This design comes from an exercise in tuning for small area on the open sky130 flow, not from production work. In this exercise RTL edits were held to simulation tests only and were not proved equivalent to the original. Power and IR drop assume default switching activity. The clock port is modelled as an ideal driver; clocking choices that lean on that would not hold on a real chip.

Setup of trial 60:
==> flow/design.v <==
package dmem_pkg;
  localparam logic [31:0] PASS_ADDR = 32'd108;
  localparam logic [31:0] PASS_DATA = 32'hABCDE7D5;
endpackage
module store_log_fifo (
  input  logic        clk_i,
  input  logic        rst_ni,
  input  logic        push_i,
  input  logic [61:0] data_i,
  input  logic        pop_i,
  output logic [61:0] head_o,
  output logic        empty_o,
  output logic        overflow_o
);
  logic [61:0] mem_q [4];
  logic [61:0] z012, n3;
  logic [1:0] wr_q, rd_q;
  logic [2:0] cnt_q;
  logic full, do_push, do_pop;
  logic [3:0] we, rs;
  always_comb begin
    empty_o = cnt_q == 3'd0;
    full = cnt_q[2];
    do_pop = pop_i && !empty_o;
    do_push = push_i && (!full || do_pop);
    overflow_o = push_i && !do_push;
    for (int i = 0; i < 4; i++) begin
      we[i] = do_push && wr_q == 2'(i);
      rs[i] = rd_q == 2'(i);
    end
  end
  for (genvar i = 0; i < 4; i++) begin : g_entry
    hold_word #(.W(62)) u_entry (.clk(clk_i), .we(we[i]), .nwe(!we[i]), .wd(data_i), .q(mem_q[i]));
  end
  aoi222_w #(.W(62)) u_h012 (.a(mem_q[0]), .sa(rs[0]), .b(mem_q[1]), .sb(rs[1]), .c(mem_q[2]), .sc(rs[2]), .y(z012));
  nand2_w #(.W(62)) u_h3 (.a(mem_q[3]), .b({62{rs[3]}}), .y(n3));
  nand2_w #(.W(62)) u_h (.a(z012), .b(n3), .y(head_o));
  always_ff @(posedge clk_i or negedge rst_ni)
    if (!rst_ni) begin
      wr_q <= '0;
      rd_q <= '0;
      cnt_q <= '0;
    end else begin
      wr_q <= wr_q + 2'(do_push);
      rd_q <= rd_q + 2'(do_pop);
      cnt_q <= cnt_q + 3'(do_push) - 3'(do_pop);
    end
endmodule
module hold_word #(
  parameter int W = 32
) (
  input  logic         clk,
  input  logic         we,
  input  logic         nwe,
  input  logic [W-1:0] wd,
  output logic [W-1:0] q
);
  always_ff @(posedge clk) q <= (q & {W{nwe}}) | (wd & {W{we}});
endmodule
module aoi222_w #(
  parameter int W = 32
) (
  input  logic [W-1:0] a, b, c,
  input  logic         sa, sb, sc,
  output logic [W-1:0] y
);
  assign y = ~((a & {W{sa}}) | (b & {W{sb}}) | (c & {W{sc}}));
endmodule
module nand4_w #(
  parameter int W = 32
) (
  input  logic [W-1:0] a, b, c, d,
  output logic [W-1:0] y
);
  assign y = ~(a & b & c & d);
endmodule
module nand2_w #(
  parameter int W = 32
) (
  input  logic [W-1:0] a, b,
  output logic [W-1:0] y
);
  assign y = ~(a & b);
endmodule
module nor2_w #(
  parameter int W = 32
) (
  input  logic [W-1:0] a, b,
  output logic [W-1:0] y
);
  assign y = ~(a | b);
endmodule
module nand3_w #(
  parameter int W = 32
) (
  input  logic [W-1:0] a, b, c,
  output logic [W-1:0] y
);
  assign y = ~(a & b & c);
endmodule
module dmem_responder (
  input  logic        clk,
  input  logic        rst,
  input  logic        mem_write,
  input  logic [31:0] address,
  input  logic [31:0] write_data,
  output logic [31:0] read_data,
  output logic        log_valid,
  input  logic        log_ready,
  output logic [31:0] log_addr,
  output logic [31:0] log_data,
  output logic        log_overflow,
  output logic        misaligned,
  output logic        done
);
  logic [31:0] ram_q [64];
  logic [5:0] idx;
  logic is_mmio, aligned, ram_we, log_push, fifo_empty, fifo_ovf;
  logic ovf_q, mis_q, done_q;
  logic [63:0] wsel, rsel;
  logic [61:0] head;
  logic [31:0] z [22];
  logic [31:0] o [6];
  logic [31:0] m0, m1, m2;
  always_comb begin
    idx = address[7:2];
    is_mmio = |address[31:10];
    aligned = address[1:0] == 2'b00;
    ram_we = mem_write && aligned && !is_mmio;
    log_push = mem_write && aligned && is_mmio;
    for (int w = 0; w < 64; w++) begin
      wsel[w] = ram_we && idx == 6'(w);
      rsel[w] = !is_mmio && idx == 6'(w);
    end
    log_valid = !fifo_empty;
    log_addr = {head[61:32], 2'b00};
    log_data = head[31:0];
    log_overflow = ovf_q;
    misaligned = mis_q;
    done = done_q;
  end
  for (genvar w = 0; w < 64; w++) begin : g_word
    hold_word #(.W(32)) u_word (.clk(clk), .we(wsel[w]), .nwe(!wsel[w]), .wd(write_data), .q(ram_q[w]));
  end
  for (genvar g = 0; g < 21; g++) begin : g_rd3
    aoi222_w #(.W(32)) u_aoi (.a(ram_q[3*g]), .sa(rsel[3*g]), .b(ram_q[3*g+1]), .sb(rsel[3*g+1]),
                              .c(ram_q[3*g+2]), .sc(rsel[3*g+2]), .y(z[g]));
  end
  nand2_w #(.W(32)) u_rd63 (.a(ram_q[63]), .b({32{rsel[63]}}), .y(z[21]));
  for (genvar k = 0; k < 5; k++) begin : g_rd4
    nand4_w #(.W(32)) u_nand (.a(z[4*k]), .b(z[4*k+1]), .c(z[4*k+2]), .d(z[4*k+3]), .y(o[k]));
  end
  nand2_w #(.W(32)) u_rd_n5 (.a(z[20]), .b(z[21]), .y(o[5]));
  nor2_w #(.W(32)) u_rd_m0 (.a(o[0]), .b(o[1]), .y(m0));
  nor2_w #(.W(32)) u_rd_m1 (.a(o[2]), .b(o[3]), .y(m1));
  nor2_w #(.W(32)) u_rd_m2 (.a(o[4]), .b(o[5]), .y(m2));
  nand3_w #(.W(32)) u_rd_out (.a(m0), .b(m1), .c(m2), .y(read_data));
  always_ff @(posedge clk or negedge rst)
    if (!rst) begin
      ovf_q <= 1'b0;
      mis_q <= 1'b0;
      done_q <= 1'b0;
    end else begin
      ovf_q <= ovf_q || fifo_ovf;
      mis_q <= mis_q || (mem_write && !aligned);
      done_q <= done_q || (mem_write && address == dmem_pkg::PASS_ADDR && write_data == dmem_pkg::PASS_DATA);
    end
  store_log_fifo u_fifo (
    .clk_i      (clk),
    .rst_ni     (rst),
    .push_i     (log_push),
    .data_i     ({address[31:2], write_data}),
    .pop_i      (log_valid && log_ready),
    .head_o     (head),
    .empty_o    (fifo_empty),
    .overflow_o (fifo_ovf)
  );
endmodule
Settings: LEC_CHECK=0, CAP_MARGIN=20, CORE_MARGIN=2, CORE_UTILIZATION=70, SLEW_MARGIN=20, SYNTH_HIERARCHICAL=1; clock period 8.0 ns.
standard.sh (not shown) runs the stock make flow with config.mk's settings and CLKGATE_MAP_FILE= SYNTH_SCRIPT=/design/flow/synth_recipe.tcl, a recipe that flattens the netlist after the stock synthesis.
==> flow/flow/run.sh <==
#!/bin/bash
# The standard layout, with plain buffers on the ports and a clock tree
# without dummy loads.
set -euo pipefail
export BUFFER_PORTS_ARGS="-buffer_cell sky130_fd_sc_hd__buf_2"
export CTS_ARGS="-sink_clustering_enable -repair_clock_nets -sink_clustering_size 28 -sink_clustering_max_diameter 150 -dont_use_dummy_load"
bash standard.sh > standard_flow.log 2>&1
Inputs modified between trial 60 and build 88:
==> flow/design.v, changed modules only <==
module dmem_responder (
  input  logic        clk,
  input  logic        rst,
  input  logic        mem_write,
  input  logic [31:0] address,
  input  logic [31:0] write_data,
  output logic [31:0] read_data,
  output logic        log_valid,
  input  logic        log_ready,
  output logic [31:0] log_addr,
  output logic [31:0] log_data,
  output logic        log_overflow,
  output logic        misaligned,
  output logic        done
);
  logic [31:0] ram_q [64];
  logic [5:0] idx;
  logic is_mmio, aligned, ram_we, log_push, fifo_empty, fifo_ovf;
  logic ovf_q, mis_q, done_q;
  logic [7:0] wa, wan, ra, ran, lb, lbn;
  logic [61:0] head;
  logic [31:0] z [22];
  logic [31:0] o [6];
  logic [31:0] m0, m1, m2;
  always_comb begin
    idx = address[7:2];
    is_mmio = |address[31:10];
    aligned = address[1:0] == 2'b00;
    ram_we = mem_write && aligned && !is_mmio;
    log_push = mem_write && aligned && is_mmio;
    for (int i = 0; i < 8; i++) begin
      wa[i] = ram_we && idx[5:3] == 3'(i);
      ra[i] = !is_mmio && idx[5:3] == 3'(i);
      lb[i] = idx[2:0] == 3'(i);
    end
    wan = ~wa;
    ran = ~ra;
    lbn = ~lb;
    log_valid = !fifo_empty;
    log_addr = {head[61:32], 2'b00};
    log_data = head[31:0];
    log_overflow = ovf_q;
    misaligned = mis_q;
    done = done_q;
  end
  for (genvar w = 0; w < 64; w++) begin : g_word
    logic [1:0] we, nwe;
    for (genvar h = 0; h < 2; h++) begin : g_half
      row_strobe u_we (.a(wa[w/8]), .an(wan[w/8]), .b(lb[w%8]), .bn(lbn[w%8]), .we(we[h]), .nwe(nwe[h]));
    end
    for (genvar b = 0; b < 32; b++) begin : g_bit
      hold_bit u_bit (.clk(clk), .we(we[b/16]), .nwe(nwe[b/16]), .wd(write_data[b]), .q(ram_q[w][b]));
    end
  end
  for (genvar g = 0; g < 21; g++) begin : g_rd3
    for (genvar h = 0; h < 2; h++) begin : g_half
      logic [2:0] s;
      for (genvar k = 0; k < 3; k++) begin : g_sel
        nor2_w #(.W(1)) u_sel (.a(ran[(3*g+k)/8]), .b(lbn[(3*g+k)%8]), .y(s[k]));
      end
      aoi222_w #(.W(16)) u_aoi (.a(ram_q[3*g][16*h+:16]), .sa(s[0]), .b(ram_q[3*g+1][16*h+:16]), .sb(s[1]),
                                .c(ram_q[3*g+2][16*h+:16]), .sc(s[2]), .y(z[g][16*h+:16]));
    end
  end
  for (genvar h = 0; h < 2; h++) begin : g_rd63
    logic s;
    nor2_w #(.W(1)) u_sel (.a(ran[7]), .b(lbn[7]), .y(s));
    nand2_w #(.W(16)) u_nand (.a(ram_q[63][16*h+:16]), .b({16{s}}), .y(z[21][16*h+:16]));
  end
  for (genvar k = 0; k < 5; k++) begin : g_rd4
    nand4_w #(.W(32)) u_nand (.a(z[4*k]), .b(z[4*k+1]), .c(z[4*k+2]), .d(z[4*k+3]), .y(o[k]));
  end
  nand2_w #(.W(32)) u_rd_n5 (.a(z[20]), .b(z[21]), .y(o[5]));
  nor2_w #(.W(32)) u_rd_m0 (.a(o[0]), .b(o[1]), .y(m0));
  nor2_w #(.W(32)) u_rd_m1 (.a(o[2]), .b(o[3]), .y(m1));
  nor2_w #(.W(32)) u_rd_m2 (.a(o[4]), .b(o[5]), .y(m2));
  nand3_w #(.W(32)) u_rd_out (.a(m0), .b(m1), .c(m2), .y(read_data));
  always_ff @(posedge clk or negedge rst)
    if (!rst) begin
      ovf_q <= 1'b0;
      mis_q <= 1'b0;
      done_q <= 1'b0;
    end else begin
      ovf_q <= ovf_q || fifo_ovf;
      mis_q <= mis_q || (mem_write && !aligned);
      done_q <= done_q || (mem_write && address == dmem_pkg::PASS_ADDR && write_data == dmem_pkg::PASS_DATA);
    end
  store_log_fifo u_fifo (
    .clk_i      (clk),
    .rst_ni     (rst),
    .push_i     (log_push),
    .data_i     ({address[31:2], write_data}),
    .pop_i      (log_valid && log_ready),
    .head_o     (head),
    .empty_o    (fifo_empty),
    .overflow_o (fifo_ovf)
  );
endmodule
module row_strobe (
  input  logic a,
  input  logic an,
  input  logic b,
  input  logic bn,
  output logic we,
  output logic nwe
);
  assign we = ~(an | bn);
  assign nwe = ~(a & b);
endmodule
module hold_bit (
  input  logic clk,
  input  logic we,
  input  logic nwe,
  input  logic wd,
  output logic q
);
  always_ff @(posedge clk) q <= (q & nwe) | (wd & we);
endmodule
Results
Build 88 vs trial 60: number of placed instances, taps included down in build 88
Summary of build 88 over trial 60: worst hold slack went down; clock group share of total power did not really move; fraction of the core area covered by cells at the end of the flow went up; clock latency reported for the late side of the worst-skew pair did not really move.
The detailed-routing wirelength on met1 in build 88 sits 7100 µm below the value recorded for trial 60.
Diff trial 60 -> build 88 | count of TritonRoute iterations in the first routing pass | increase of 3
Global-route layer with the greatest usage = met2: trial 60; global-route layer with the greatest usage = met1: build 88

[afterwards: timing with drivers on the ports]
The flow's constraints put no driver on any port. The routed layouts listed below were extracted and timed again, unchanged, in two steps.
Step 1 assumes that a clkbuf_16 drives the clock port and a buf_2 every other input.
Step 2 moves the port delays by t, midway between the first and last clock arrival at a register: inputs arrive t later, outputs are due t later. That takes back most of the time a late clock gives input paths.
Three values: ideal ports, drivers, drivers and shift; two values: the first two.
run	shift t [ns]	setup slack, ns	slew at the worst register clock pin (ns)
trial 60	0.791	0.293 / 0.267 / 0.267	0.11 / 0.11
build 88	0.797	0.718 / 0.695 / 0.695	0.12 / 0.12
After both steps every run listed still meets setup and hold. For trial 60, which loses most, drivers alone change the setup slack by -0.026 ns; drivers and shift together by -0.026 ns.
